Context: an optimization exercise on an open-source flow, tuned for small area, a short achievable clock period and few clock cycles per item. The choices shown serve that exercise and are no tape-out recipe. RTL that was checked went through simulation tests only; none was proved equivalent to the original. For runs 1 and 2, only the layout was checked, not whether the RTL still works. No activity file was given, so power comes from the tool's default toggle rates.

`design/flow/run.sh`:
```
#!/bin/bash
# synth_recipe.tcl (not shown) runs the flow's synth.tcl, then flattens the netlist and writes it again
# the make line also repeats each setting of config.mk as NAME=value (left out here)
make -C /OpenROAD-flow-scripts/flow DESIGN_CONFIG=/design/flow/config.mk WORK_HOME=/design/flow/orfs CLKGATE_MAP_FILE= SYNTH_SCRIPT=/design/flow/synth_recipe.tcl finish
```
`design/flow/config.mk`:
```
export PLATFORM = sky130hd
export DESIGN_NAME = bounded_deque_with_dump
export DESIGN_NICKNAME = bounded_deque_with_dump
export VERILOG_FILES = /design/flow/design.v
export SDC_FILE = /design/flow/constraint.sdc
export NUM_CORES = 4
export LEC_CHECK = 0
export ABC_CLOCK_PERIOD_IN_PS = 2000
export CAP_MARGIN = 20
export CORE_MARGIN = 2
export CORE_UTILIZATION = 40
export SETUP_SLACK_MARGIN = 3.0
export SLEW_MARGIN = 20
```
`design/flow/constraint.sdc`:
```
create_clock -name core_clock -period 5.0 [get_ports {aclk}]
set_input_delay 1.0000 -clock core_clock [delete_from_list [all_inputs] [get_ports {aclk}]]
set_output_delay 1.0000 -clock core_clock [all_outputs]
set_load 0.01 [all_outputs]
```
`design/flow/design.v`:
```
`default_nettype none
package bdq_pkg;
    localparam int OP_W     = 3;
    localparam int STATUS_W = 2;
    localparam int VALUE_W  = 32;
    localparam logic [OP_W-1:0] OP_PUSH_FRONT = 3'd0;
    localparam logic [OP_W-1:0] OP_PUSH_BACK  = 3'd1;
    localparam logic [OP_W-1:0] OP_LIST       = 3'd2;
    localparam logic [OP_W-1:0] OP_POP_FRONT  = 3'd3;
    localparam logic [OP_W-1:0] OP_POP_BACK   = 3'd4;
    localparam logic [STATUS_W-1:0] STAT_OK    = 2'd0;
    localparam logic [STATUS_W-1:0] STAT_EMPTY = 2'd1;
    localparam logic [STATUS_W-1:0] STAT_FULL  = 2'd2;
endpackage
`default_nettype wire
`default_nettype none
import bdq_pkg::*;
module bounded_deque_with_dump
#(
    parameter int DEPTH      = 16,
    parameter int DATA_WIDTH = 32
) (
    input  wire logic                         aclk,
    input  wire logic                         aresetn,
    input  wire logic                         s_valid,
    output logic                              s_ready,
    input  wire logic        [OP_W-1:0]       s_op,
    input  wire logic signed [VALUE_W-1:0]    s_value,
    output logic                              m_valid,
    input  wire logic                         m_ready,
    output logic             [STATUS_W-1:0]   m_status,
    output logic signed      [VALUE_W-1:0]    m_data,
    output logic             [$clog2(DEPTH+1)-1:0] m_fill,
    output logic                              m_last
);
    localparam int CNT_W = $clog2(DEPTH + 1);
    localparam int PTR_W = $clog2(DEPTH);
    logic [DATA_WIDTH-1:0] mem [DEPTH];
    logic [PTR_W-1:0]      head_q, tail_q;      
    logic [CNT_W-1:0]      cnt_q;
    logic                  empty_q;
    logic                  lst_q;               
    logic [PTR_W-1:0]      lp_q;                
    logic [PTR_W-1:0]      lrem_q;              
    logic                  rdy_q;
    logic                  ov_q;                
    logic [STATUS_W-1:0]   o_st_q;
    logic [VALUE_W-1:0]    o_data_q;
    logic [CNT_W-1:0]      o_fill_q;
    logic                  o_last_q;
    logic                  kv_q;                
    logic [STATUS_W-1:0]   k_st_q;
    logic [CNT_W-1:0]      k_fill_q;
    logic                  k_last_q;
    logic [PTR_W-1:0]      k_addr_q;
    logic                  k_rd_q;
    logic                  acc, fire, take;
    logic                  full;
    logic                  is_push, is_list, is_popf, is_popb, is_pop;
    logic [STATUS_W-1:0]   b_st;
    logic [CNT_W-1:0]      b_fill;
    logic                  b_last;
    logic [PTR_W-1:0]      b_addr;
    logic                  b_rd;
    logic                  we;
    assign full    = cnt_q[CNT_W-1];
    assign acc     = s_valid && rdy_q;
    assign fire    = !kv_q && (lst_q || acc);
    assign take    = m_ready || !ov_q;
    assign is_push = (s_op == OP_PUSH_FRONT) || (s_op == OP_PUSH_BACK);
    assign is_list = (s_op == OP_LIST);
    assign is_popf = (s_op == OP_POP_FRONT);
    assign is_popb = (s_op == OP_POP_BACK);
    assign is_pop  = is_popf || is_popb;
    always_comb begin
        b_st   = STAT_OK;
        b_fill = cnt_q;
        b_last = 1'b1;
        b_rd   = 1'b0;
        b_addr = head_q;
        if (lst_q) begin
            b_rd   = 1'b1;
            b_addr = lp_q;
            b_last = (lrem_q == '0);
        end else if (is_push) begin
            if (full) b_st = STAT_FULL;
            else      b_fill = cnt_q + CNT_W'(1);
        end else if (is_list || is_pop) begin
            if (empty_q) begin
                b_st = STAT_EMPTY;
            end else begin
                b_rd = 1'b1;
                if (is_popb) b_addr = tail_q - PTR_W'(1);
                if (is_pop)  b_fill = cnt_q - CNT_W'(1);
                else         b_last = (cnt_q == CNT_W'(1));
            end
        end
    end
    assign we = !kv_q && !full;
    always_ff @(posedge aclk) begin
        for (int i = 0; i < DEPTH; i++) begin
            if (we && (tail_q == PTR_W'(i) || head_q == PTR_W'(i + 1)))
                mem[i] <= s_value;
        end
    end
    logic                  kv_n, lst_n;
    always_comb begin
        kv_n  = !take && (kv_q || fire);
        lst_n = lst_q;
        if (fire) begin
            if (lst_q) begin
                if (lrem_q == '0) lst_n = 1'b0;
            end else if (is_list && !empty_q && cnt_q != CNT_W'(1)) begin
                lst_n = 1'b1;
            end
        end
    end
    always_ff @(posedge aclk) begin
        if (!aresetn) begin
            head_q  <= '0;
            tail_q  <= '0;
            cnt_q   <= '0;
            empty_q <= 1'b1;
            lst_q   <= 1'b0;
            kv_q    <= 1'b0;
            ov_q    <= 1'b0;
            rdy_q   <= 1'b1;
        end else begin
            kv_q  <= kv_n;
            lst_q <= lst_n;
            rdy_q <= !kv_n && !lst_n;
            if (take) ov_q <= kv_q || fire;
            if (fire && !lst_q) begin
                if (is_push && !full) begin
                    cnt_q   <= cnt_q + CNT_W'(1);
                    empty_q <= 1'b0;
                    if (s_op[0]) tail_q <= tail_q + PTR_W'(1);
                    else         head_q <= head_q - PTR_W'(1);
                end
                if (is_pop && !empty_q) begin
                    cnt_q   <= cnt_q - CNT_W'(1);
                    empty_q <= (cnt_q == CNT_W'(1));
                    if (is_popf) head_q <= head_q + PTR_W'(1);
                    else         tail_q <= tail_q - PTR_W'(1);
                end
            end
        end
    end
    always_ff @(posedge aclk) begin
        if (fire) begin
            if (lst_q) begin
                lp_q   <= lp_q + PTR_W'(1);
                lrem_q <= lrem_q - PTR_W'(1);
            end else begin
                lp_q   <= head_q + PTR_W'(1);
                lrem_q <= PTR_W'(cnt_q - CNT_W'(2));
            end
        end
    end
    always_ff @(posedge aclk) begin
        if (!kv_q) begin
            k_st_q   <= b_st;
            k_fill_q <= b_fill;
            k_last_q <= b_last;
            k_addr_q <= b_addr;
            k_rd_q   <= b_rd;
        end
    end
    logic [PTR_W-1:0]      r_addr;
    logic                  r_rd;
    logic [VALUE_W-1:0]    r_data;
    assign r_addr = kv_q ? k_addr_q : b_addr;
    assign r_rd   = kv_q ? k_rd_q   : b_rd;
    assign r_data = r_rd ? mem[r_addr] : '0;
    always_ff @(posedge aclk) begin
        if (take) begin
            o_st_q   <= kv_q ? k_st_q   : b_st;
            o_fill_q <= kv_q ? k_fill_q : b_fill;
            o_last_q <= kv_q ? k_last_q : b_last;
            o_data_q <= r_data;
        end
    end
    assign s_ready  = rdy_q;
    assign m_valid  = ov_q;
    assign m_status = o_st_q;
    assign m_data   = o_data_q;
    assign m_fill   = o_fill_q;
    assign m_last   = o_last_q;
endmodule
`default_nettype wire
```
==> results of run 1 <==
-- flip-flops by register name, indices dropped and copies added (netlist names), 4 cells and up --
| name | cells |
|---|---|
| lp_q | 4 |
| cnt_q | 5 |
| k_fill_q | 5 |
| o_fill_q | 5 |
| mem | 512 |
| k_addr_q | 4 |
| o_data_q | 32 |
| tail_q | 4 |
| head_q | 4 |
| lrem_q | 4 |
-- synthesized netlist by cell type (9+ instances only) --
cell type    n  share of area (%)
a2111oi_0   10               0.38
a31oi_1     28               0.76
a222oi_1    20               0.87
nor2_1      51               0.83
clkbuf_1    31               0.51
inv_1       15               0.24
nand2_1     95                1.6
a211oi_1     9               0.29
edfxtp_1   560                 73
xnor2_1      9               0.34
and2_1      10               0.27
nor3_1      17               0.37
a221oi_1    37                1.4
mux2_2      14               0.69
ha_1        18               0.98
a21oi_1     65                1.4
o21ai_0     67                1.5
mux2i_1     18               0.78
a22o_1      38                1.4
dfxtp_1     31                2.7
buf_2       34               0.74
a22oi_1     65                2.1
and3_1      16               0.44
nand3_1     35               0.76
-- worst reg2reg max path, cell delays in order (launching register included) --
cell       delay, ns
dfxtp_2         0.37
or4b_4          0.60
buf_6           0.16
or4_4           0.56
nand2_8         0.14
inv_12          0.05
buf_12          0.14
buf_6           0.12
nor4_4          0.25
buf_6           0.19
clkbuf_16       0.17
a21oi_1         0.06
and3_1          0.19
a21oi_1         0.12
-- worst max-delay path by stage --
stage / start / endpoint / slack, ns / cells past startpoint
final: s_op[1] / o_data_q[12] / 1.69 / 14
after global placement: s_op[0] / o_data_q[1] / 0.37 / 12
after CTS: s_op[1] / o_data_q[12] / 1.75 / 14
after floorplan: s_op[0] / o_data_q[10] / 1.44 / 12
after detailed placement: s_op[0] / o_data_q[2] / 0.32 / 13
after global routing: s_op[1] / o_data_q[2] / 1.65 / 15
-- logic make-up (layout without fill, tap and decap cells) --
kind of cell | count (synthesis) | after routing | share of synthesized area (%)
flops | 591 | 591 | 75.8
compound gates | 404 | 404 | 12.6
simple gates | 277 | 279 | 6.42
buf+inv | 97 | 431 | 2.08
mux | 33 | 33 | 1.52
fa+ha+maj | 18 | 18 | 0.979
xor+xnor | 16 | 16 | 0.609
-- stage by stage --
stage,instance area (sq um),hold WS (ns),setup slack [ns]
2_1_floorplan,23400,0.430,1.44
3_3_place_gp,25400,0.448,0.368
3_5_place_dp,25400,0.459,0.324
4_1_cts,28600,0.466,1.75
5_1_grt,29500,0.483,1.65
6_report,29500,0.460,1.69
-- final cells by class --
class,instances,area (sq um)
Fill cell,4617,27100
Tap cell,756,946
Inverter,19,103
Sequential cell,591,17500
Clock inverter,42,452
Timing Repair Buffer,299,2940
Multi-Input combinational cell,750,6050
Clock buffer,71,1560
-- what timing repair did --
item,CTS,global route
pin swaps,67,77
gates cloned,5,5
resized for setup,344,107
setup buffers,81,44
endpoints found under the setup margin,637,205
-- power by group through the flow --
stage / Combinational [mW] / Clock (mW) / Sequential (mW)
floorplan: 0.393 / 0 / 5.73
global placement: 0.798 / 0 / 5.73
detailed placement: 0.805 / 0 / 5.73
CTS: 0.904 / 4.61 / 5.63
global route: 1.05 / 4.81 / 5.64
finish: 1.01 / 4.57 / 5.63
-- routing by layer --
| metal | track usage (%) | vias up | routed length, um |
|---|---|---|---|
| met5 | 0 | - | 13 |
| met4 | 8.75 | 2 | 2940 |
| met3 | 3.88 | 168 | 7180 |
| met2 | 38.2 | 913 | 34300 |
| met1 | 32.8 | 7794 | 29000 |
| li1 | - | 6384 | - |
==> results.sh, run 1 <==
export IMPL_drt_pass1_iterations=5
export IMPL_worst_pin_slew_ns=0.645
export IMPL_drive_gt1_share_pct=30.9
export IMPL_antenna_found_initial=1
export IMPL_max_vdd_ir_drop_mv=0.285
export IMPL_rrSetupSlack_ns=1.75
export IMPL_antenna_cells=0
export IMPL_dr_total_vias=15300
export IMPL_final_common_cell="edfxtp_1"
export IMPL_place_hpwl_um=39900
export IMPL_finalNonFillerCells=2528
export IMPL_internal_power_mw=8.58
export IMPL_most_common_layout_cells="edfxtp_1, buf_4, nand2_1, clkbuf_16, a22oi_1"
export IMPL_path_clk_slew_ns=0.06
export IMPL_cts_sinks=591
export IMPL_die_width_um=244
export IMPL_crit_chain="buf_8, or4b_4, buf_6, or4_4, nand2_8, inv_12, buf_12, buf_6, nor4_4, buf_6, clkbuf_16, a21oi_1, and3_1, a21oi_1"
export IMPL_die_h_um=244
export IMPL_grt_pass1_vias=14700
export IMPL_cts_buffers=61
export IMPL_routabilityCongestion=0.823
export IMPL_syn_nets=1493
export IMPL_place_inst=2280
export IMPL_htreeDepth=2
export IMPL_synthFlopType="edfxtp_1"
export IMPL_tns_ns=0
export IMPL_grt_usage_pct=23.8
export IMPL_p_sw_mw=2.63
export IMPL_slowest_stage="or4b_4"
export IMPL_start_util_pct=40.6
export IMPL_reg2reg_from="empty_q"
export IMPL_tritoncts="built"
export IMPL_grt_pass1_wl_um=103000
export IMPL_wl_um=73500
export IMPL_slew_headroom_pct=56.9
export IMPL_grt_overflow_total=0
export IMPL_min_from="k_fill_q[0]"
export IMPL_worst_path_buf_inv=7
export IMPL_path_common_cell="buf_6"
export IMPL_hold_end="k_fill_q[0]"
export IMPL_power_density_nw_per_um2=380
export IMPL_wl_per_cell_um=29.1
export IMPL_min_period_ns=3.31
export IMPL_clk_latency_ns=0.66
export IMPL_p_leak_nw=9.98
export IMPL_cp_required_ns=5.48
export IMPL_status="finished clean"
export IMPL_hp_class="flip-flop to flip-flop"
export IMPL_postSynthCellCount=1436
export IMPL_cp_max_fo=7
export IMPL_r2r_end="o_data_q[12]"
export IMPL_fin_util_pct=52.1
export IMPL_ys_ff_latch=591
export IMPL_endpoint_kind="flip-flop"
export IMPL_skew_ns=0.0427
export IMPL_drv_cap=0
export IMPL_antenna_left=0
export IMPL_num_io_pins=81
export IMPL_drc=0
export IMPL_core_sq_um=56600
export IMPL_hold_depth=2
export IMPL_synth_edf_count=560
export IMPL_comb_power_share_pct=9.0
export IMPL_p_seq_share_pct=50.2
export IMPL_vias_per_cell=6.04
export IMPL_dieArea_sq_um=59400
export IMPL_setup_viol=0
export IMPL_fmax_mhz=302
export IMPL_fin_crit_sh_pct=66.3
export IMPL_worstSetupStartpointType="input port"
export IMPL_clock_path_buffers=3
export IMPL_total_power_mw=11.2
export IMPL_rr_worst_depth=13
export IMPL_final_max_slew_violation_count=0
export IMPL_syn_to_final_growth_pct=28.3
export IMPL_grt_start_max_net_pins=33
export IMPL_critical_path_class="input port to flip-flop"
export IMPL_finalHoldViolations=0
export IMPL_port_buffers=80
export IMPL_num_rows=87
export IMPL_root_buffer="clkbuf_16"
export IMPL_path_delay_family="simple AND/OR/NAND/NOR gates"
export IMPL_ctsHoldBuffers=0
export IMPL_ys_warn_count=2
export IMPL_ys_types=77
export IMPL_cpPeakStageDelay_ns=0.55
export IMPL_avgSynthCellArea_sq_um=16.0
export IMPL_grt_setup_unrepaired="yes"
export IMPL_final_nets=1779
export IMPL_switching_share_pct=23.5
export IMPL_async_flop_share_pct=0
export IMPL_first_iter_violations=1995
export IMPL_syn_area_sq_um=23000
export IMPL_cp_arrival_ns=3.79
export IMPL_clkPwrFrac_pct=40.8
export IMPL_seq_area_frac_synth_pct=75.8
==> run 2: changes to the inputs <==
--- a/design/flow/config.mk
+++ b/design/flow/config.mk
@@ -9,5 +9,5 @@
 export CAP_MARGIN = 20
 export CORE_MARGIN = 2
 export CORE_UTILIZATION = 40
-export SETUP_SLACK_MARGIN = 3.0
+export SETUP_SLACK_MARGIN = 2.5
 export SLEW_MARGIN = 20
==> run 2 against run 1 <==
Still clean on timing, DRC and antenna. Combinational power up 12%. Routed wire length rose by 7.3%. Critical path depth shrank 2. Largest cell class unchanged.
==> results.sh, run 2 <==
export IMPL_num_rows=87
export IMPL_cp_arrival_ns=3.61
export IMPL_dp_slack_ns=0.314
export IMPL_tritoncts="built"
export IMPL_antenna_cells=0
export IMPL_drive_gt1_share_pct=29.1
export IMPL_fmax_mhz=306
export IMPL_antenna_left=0
export IMPL_grt_usage_pct=25.7
export IMPL_path_delay_family="compound AO/OA/AOI/OAI gates"
export IMPL_port_buffers=80
export IMPL_yosysTopAreaCell="edfxtp_1"
export IMPL_die_h_um=244
export IMPL_place_area_sq_um=25200
export IMPL_skew_ns=0.0342
export IMPL_endpoint_kind="flip-flop"
export IMPL_cts_buffers=58
export IMPL_ys_types=77
export IMPL_seq_area_frac_synth_pct=75.8
export IMPL_syn_nets=1493
export IMPL_final_max_slew_violation_count=0
export IMPL_die_width_um=244
export IMPL_cts_sinks=591
export IMPL_hp_class="flip-flop to flip-flop"
export IMPL_max_vdd_ir_drop_mv=0.273
export IMPL_postSynthCellCount=1436
export IMPL_final_common_cell="edfxtp_1"
export IMPL_finalNonFillerCells=2564
export IMPL_cpPeakStageDelay_ns=0.57
export IMPL_ys_warn_count=2
export IMPL_grt_pass1_wl_um=110000
export IMPL_hold_depth=2
export IMPL_synth_area_leaders="edfxtp_1, dfxtp_1, a22oi_1"
export IMPL_synth_top_area_share_pct=73.1
export IMPL_largest_register="mem"
export IMPL_htreeDepth=2
export IMPL_drt_pass1_iterations=7
export IMPL_grt_overflow_total=0
export IMPL_most_common_layout_cells="edfxtp_1, buf_4, nand2_1, clkbuf_16, o21ai_0"
export IMPL_async_flop_share_pct=0
export IMPL_grt_start_max_net_pins=33
export IMPL_wl_um=78800
export IMPL_setup_viol=0
export IMPL_start_util_pct=40.6
export IMPL_ys_ff_latch=591
export IMPL_worstSetupStartpointType="input port"
export IMPL_reg_largest_list="mem: 512 flops, o_data_q: 32 flops"
export IMPL_core_sq_um=56600
export IMPL_syn_area_sq_um=23000
export IMPL_routabilityCongestion=0.869
export IMPL_rr_worst_depth=11
export IMPL_synthFlopType="edfxtp_1"
export IMPL_avgSynthCellArea_sq_um=16.0
export IMPL_synth_most_common_cell="edfxtp_1"
export IMPL_synth_edf_count=560
export IMPL_min_period_ns=3.26
export IMPL_fin_crit_sh_pct=65.3
export IMPL_worst_pin_slew_ns=0.995
export IMPL_crit_chain="buf_6, or4b_4, buf_12, a311oi_4, o2bb2ai_4, buf_6, nor3_4, clkbuf_16, buf_12, a221o_1, a221oi_2, a31oi_1"
export IMPL_dr_total_vias=15800
export IMPL_cp_max_fo=7
export IMPL_grt_setup_unrepaired="yes"
export IMPL_drc=0
export IMPL_tns_ns=0
export IMPL_fin_util_pct=53.9
export IMPL_drv_cap=0
export IMPL_cp_depth=12
export IMPL_status="finished clean"
export IMPL_dieArea_sq_um=59400
export IMPL_finalHoldViolations=0
export IMPL_wl_per_cell_um=30.7
export IMPL_cp_required_ns=5.35
export IMPL_num_io_pins=81
export IMPL_final_nets=1819
export IMPL_power_density_nw_per_um2=355
export IMPL_yosys_top_cells_count="edfxtp_1, nand2_1, o21ai_0, a21oi_1, a22oi_1"
export IMPL_path_clk_slew_ns=0.06
export IMPL_p_leak_nw=10.5
export IMPL_clock_path_buffers=3
export IMPL_final_cell_area_sq_um=30500
export IMPL_largest_reg_flops=512
export IMPL_clk_latency_ns=0.65
export IMPL_worst_path_buf_inv=5
export IMPL_vias_per_cell=6.15
export IMPL_total_power_mw=10.8
export IMPL_slew_headroom_pct=33.6
export IMPL_root_buffer="clkbuf_16"
export IMPL_critical_path_class="input port to flip-flop"
export IMPL_slowest_stage="or4b_4"
export IMPL_grt_pass1_vias=15200
export IMPL_syn_to_final_growth_pct=32.7
export IMPL_first_iter_violations=2167
export IMPL_place_hpwl_um=40300
export IMPL_ctsHoldBuffers=0
export IMPL_setup_ws_ns=1.74
export IMPL_antenna_found_initial=1
export IMPL_place_inst=2268
export IMPL_holdWs_ns=0.458
run 2: cell types whose count changed in the layout (fill, tap and decap cells not counted), moves of 6 or more:
cell           delta
buf_2            -40
buf_8             -6
buf_12           +29
bufinv_16         -6
dfxtp_1           +9
dfxtp_2           -6
buf_16           +15
dlygate4sd2_1    +36
clkbuf_16         -6
clkbuf_1          +8
a221oi_1          -6
run 2: where the power goes:
group | leakage (nW) | total [mW] | internal (mW) | switching [mW]
sequential | 5.48 | 5.63 | 5.58 | 0.0548
combinational | 4.18 | 1.13 | 0.465 | 0.663
clock | 0.845 | 4.09 | 2.21 | 1.87
total | 10.5 | 10.8 | 8.25 | 2.59
run 2: layer usage:
metal	routed length, um	vias to the layer above	GRT usage (%)
met2	36200	1058	40.2
li1	-	6470	-
met5	0	-	0
met4	3950	0	11.8
met1	29400	8004	34.4
met3	9300	235	5.55
run 2: final timing paths:
kind,to,startpoint,slack (ns)
hold / removal,k_fill_q[1],k_fill_q[1],0.46
setup / recovery,o_data_q[30],s_op[0],1.74
setup reg to reg,o_data_q[30],empty_q,1.77
hold reg to reg,k_fill_q[1],k_fill_q[1],0.46
run 2: cell type report:
type                    count  area (sq um)
inverters                  19           124
clock buffers              78          1550
fillers                  4421         26100
multi-input cells         749          6180
repair buffers            342          4090
well taps                 756           946
repair inverters            1          8.76
clock inverters            28           178
flip-flops and latches    591         17400
run 2: kinds of logic (layout without fill, tap and decap cells):
family                   after synthesis  count (layout)  share of synthesized area [%]
flip-flops                           591             591                           75.8
AND/OR/NAND/NOR                      277             278                           6.42
XOR/XNOR                              16              16                          0.609
AO/OA/AOI/OAI                        404             404                           12.6
buffers and inverters                 97             468                           2.08
adder cells (fa/ha/maj)               18              18                          0.979
multiplexers                          33              33                           1.52
run 2: worst reg2reg max path: cells and delay by family (launching register included):
family	cells	cell delay [ns]
AOI/OAI and AO/OA	5	1.21
buffers and inverters	4	0.68
and+or+nand+nor	2	0.67
DFF	1	0.37
run 2: what timing repair did:
action | 4_1_cts | 5_1_grt
buffers inserted | 137 | 28
pin swaps | 107 | 83
gates cloned | 23 | 2
gates resized for setup | 257 | 76
setup endpoints to repair | 397 | 40
==> run 3: changes to the inputs <==
--- a/design/flow/design.v
+++ b/design/flow/design.v
@@ -63,6 +63,7 @@
     logic [PTR_W-1:0]      b_addr;
     logic                  b_rd;
     logic                  we;
+    logic [PTR_W-1:0]      waddr;
     assign full    = cnt_q[CNT_W-1];
     assign acc     = s_valid && rdy_q;
     assign fire    = !kv_q && (lst_q || acc);
@@ -96,11 +97,11 @@
             end
         end
     end
-    assign we = !kv_q && !full;
+    assign we    = acc && !kv_q && !lst_q && is_push && !full;
+    assign waddr = s_op[0] ? tail_q : head_q - PTR_W'(1);
     always_ff @(posedge aclk) begin
         for (int i = 0; i < DEPTH; i++) begin
-            if (we && (tail_q == PTR_W'(i) || head_q == PTR_W'(i + 1)))
-                mem[i] <= s_value;
+            if (we && waddr == PTR_W'(i)) mem[i] <= s_value;
         end
     end
     logic                  kv_n, lst_n;
--- a/design/flow/config.mk
+++ b/design/flow/config.mk
@@ -5,9 +5,7 @@
 export SDC_FILE = /design/flow/constraint.sdc
 export NUM_CORES = 4
 export LEC_CHECK = 0
-export ABC_CLOCK_PERIOD_IN_PS = 2000
 export CAP_MARGIN = 20
 export CORE_MARGIN = 2
 export CORE_UTILIZATION = 40
-export SETUP_SLACK_MARGIN = 2.5
 export SLEW_MARGIN = 20
==> run 3 against run 2 <==
Highest routed layer unchanged. Sequential power shrank 2%. Largest power group unchanged. Area after synthesis increased by 1.8%. Cell area down 9.1%. Global-route usage fell by 3.5 points. Synthesized cell count is 5.4% higher. Maximum frequency is 23% lower. Sequential share of layout area increased by 5.7 points.
==> results.sh, run 3 <==
export IMPL_final_nets=1705
export IMPL_num_rows=88
export IMPL_largest_reg_flops=512
export IMPL_dieArea_sq_um=60500
export IMPL_min_period_ns=4.22
export IMPL_drt_pass1_iterations=6
export IMPL_setup_viol=0
export IMPL_max_vdd_ir_drop_mv=0.278
export IMPL_grt_start_max_net_pins=68
export IMPL_total_power_mw=10.9
export IMPL_die_h_um=246
export IMPL_grt_pass1_wl_um=97900
export IMPL_met3_usage_pct=4.63
export IMPL_grt_pass1_vias=14200
export IMPL_ys_ff_latch=591
export IMPL_grtUsageMet1_pct=30.7
export IMPL_drc=0
export IMPL_synth_edf_count=560
export IMPL_n_fill_cell=4944
export IMPL_syn_to_final_growth_pct=18.4
export IMPL_slew_headroom_pct=26.8
export IMPL_drive_gt1_share_pct=14.7
export IMPL_syn_nets=1565
export IMPL_grt_overflow_total=0
export IMPL_fmax_mhz=237
export IMPL_htreeDepth=2
export IMPL_grt_use_met2_pct=35.1
export IMPL_die_width_um=246
export IMPL_ctsHoldBuffers=0
export IMPL_ctsResizeCount=0
export IMPL_start_util_pct=40.5
export IMPL_tritoncts="built"
export IMPL_vias_per_cell=5.93
export IMPL_core_sq_um=57800
export IMPL_power_density_nw_per_um2=394
export IMPL_synthFlopType="edfxtp_1"
export IMPL_fin_crit_sh_pct=84.3
export IMPL_place_area_sq_um=25700
export IMPL_antenna_left=0
export IMPL_grt_setup_unrepaired="no"
export IMPL_final_cell_area_sq_um=27700
export IMPL_first_iter_violations=1774
export IMPL_wl_per_cell_um=27.3
export IMPL_grt_busiest_layer="met2"
export IMPL_hp_class="flip-flop to flip-flop"
export IMPL_cp_max_fo=15
export IMPL_synth_top_area_share_pct=71.8
export IMPL_worstSetupStartpointType="input port"
export IMPL_critical_path_class="input port to flip-flop"
export IMPL_worst_pin_slew_ns=1.09
export IMPL_place_inst=2357
export IMPL_cp_required_ns=5.40
export IMPL_status="finished clean"
export IMPL_avgSynthCellArea_sq_um=15.5
export IMPL_syn_area_sq_um=23400
export IMPL_post_cts_buffers=0
export IMPL_path_clk_slew_ns=0.06
export IMPL_routabilityCongestion=0.827
export IMPL_port_buffers=80
export IMPL_final_max_slew_violation_count=0
export IMPL_yosysTopAreaCell="edfxtp_1"
export IMPL_postSynthCellCount=1513
export IMPL_root_buffer="clkbuf_16"
export IMPL_synth_area_leaders="edfxtp_1, dfxtp_1, mux2i_1"
export IMPL_final_common_cell="edfxtp_1"
export IMPL_cts_sinks=591
export IMPL_cp_arrival_ns=4.61
export IMPL_place_hpwl_um=40400
export IMPL_async_flop_share_pct=0
export IMPL_most_common_layout_cells="edfxtp_1, nand2_1, clkdlybuf4s50_1, o21ai_0, buf_4"
export IMPL_seq_area_frac_synth_pct=74.4
export IMPL_skew_ns=0.0382
export IMPL_finalHoldViolations=0
export IMPL_antenna_found_initial=1
export IMPL_wl_um=67500
export IMPL_dr_total_vias=14700
export IMPL_num_io_pins=81
export IMPL_ys_types=77
export IMPL_finalNonFillerCells=2470
export IMPL_clock_path_buffers=3
export IMPL_cts_buffers=59
export IMPL_reg_largest_list="mem: 512 flops, o_data_q: 32 flops"
export IMPL_yosys_top_cells_count="edfxtp_1, nand2_1, o21ai_0, nand3_1, a21oi_1"
export IMPL_clk_latency_ns=0.65
export IMPL_drv_cap=0
export IMPL_synth_most_common_cell="edfxtp_1"
export IMPL_fin_util_pct=48.0
export IMPL_ys_warn_count=2
export IMPL_endpoint_kind="flip-flop"
export IMPL_largest_register="mem"
export IMPL_tns_ns=0
export IMPL_p_leak_nw=9.13
export IMPL_grt_usage_pct=22.2
## run 3: changes by cell type after synthesis, sizes merged, moves of 8 or more
| cell | previous run | this run |
|---|---|---|
| a211oi | 9 | 21 |
| and3 | 16 | 24 |
| a222oi | 20 | 5 |
| nand3 | 35 | 77 |
| a22oi | 65 | 32 |
| buf | 47 | 60 |
| nand2 | 99 | 83 |
| a32o | 2 | 14 |
| nor3 | 24 | 33 |
| o21ai | 72 | 80 |
| a221oi | 38 | 26 |
| a22o | 38 | 47 |
| mux2i | 18 | 48 |
## run 3: layer usage
metal,share of wire (%),vias to the layer above
li1,-,6346
met1,41,7420
met2,47,766
met3,9.2,126
met4,3.1,0
met5,0,-
## run 3: cell type report
| cell class | count | area [sq um] | area share (%) |
|---|---|---|---|
| Multi-Input combinational cell | 814 | 5660 | 20.4 |
| Clock inverter | 44 | 520 | 1.88 |
| Tap cell | 765 | 957 | 3.45 |
| Sequential cell | 591 | 17400 | 62.9 |
| Inverter | 20 | 77.6 | 0.280 |
| Antenna cell | 1 | 2.50 | 0.00902 |
| Clock buffer | 68 | 1510 | 5.45 |
| Timing Repair Buffer | 167 | 1570 | 5.65 |
## run 3: cell families after synthesis
kind of cell,count (synthesis),synth area share (%)
multiplexers,63,2.77
XOR/XNOR,19,0.710
AO/OA/AOI/OAI,399,12.1
adder cells (fa/ha/maj),13,0.694
flip-flops,591,74.4
buffers and inverters,108,2.15
AND/OR/NAND/NOR,320,7.18
## run 3: worst paths after layout
path                     from  slack, ns  cells after the start            to
hold reg to reg   k_fill_q[2]       0.47                      2   k_fill_q[2]
setup reg to reg        lst_q       1.05                      9  o_data_q[26]
hold / removal    k_fill_q[2]       0.47                      2   k_fill_q[2]
setup / recovery      s_op[1]       0.78                     11  o_data_q[14]
## run 3: power by group
group | internal (mW) | switching [mW] | leakage, nW | total, mW
Combinational | 0.264 | 0.493 | 2.77 | 0.757
Clock | 2.66 | 1.97 | 0.972 | 4.63
Sequential | 5.49 | 0.0399 | 5.39 | 5.53
Total | 8.41 | 2.51 | 9.13 | 10.9
## run 3: stage by stage
stage / worst slack, ns / hold WS [ns]
6_report: 0.784 / 0.466
5_1_grt: 0.605 / 0.495
4_1_cts: 0.888 / 0.468
3_5_place_dp: 0.228 / 0.456
3_3_place_gp: 0.334 / 0.437
2_1_floorplan: 1.05 / 0.418
## run 3: worst max-delay path: stages
cell	delay, ns
clkdlybuf4s50_1	0.59
nor4b_4	0.55
mux2_2	0.45
nor2_4	0.18
inv_2	0.22
buf_4	0.25
nand2_1	0.30
nor3_1	0.14
a2111oi_0	0.60
buf_4	0.23
a31oi_1	0.08
Testbench counts of run 3, summed over its fixed seeds: cycles 11,571, items 8,000.

port drivers added, routing unchanged:
How much do the figures lean on ideal ports? The routed layouts below were timed once more, with nothing changed but the port constraints.
Step 1 (the two cells are an assumption about what drives the block):
set clk [get_ports {aclk}]
set_driving_cell -lib_cell sky130_fd_sc_hd__clkbuf_16 $clk
set_driving_cell -lib_cell sky130_fd_sc_hd__buf_2 [delete_from_list [all_inputs] $clk]
Step 2 adds t to the input delays and takes it off the output delays; t is the mean of the earliest and latest rising clock arrival at the registers after step 1. Input paths then give back, and output paths get back, about the clock's delay inside the block.
Slacks: ideal / step 1 / step 2; pairs: ideal / step 1.
run	t, ns	setup slack, ns	cell pins on the clock port's net
run 1	0.688	1.686 / 1.695 / 1.007	1
run 2	0.694	1.737 / 1.757 / 1.064	1
run 3	0.692	0.784 / 0.816 / 0.125	1
After both steps setup and hold are still met in every run listed. The setup slack of run 1, which loses most, moves by +0.009 ns with the drivers and by -0.679 ns with both steps.
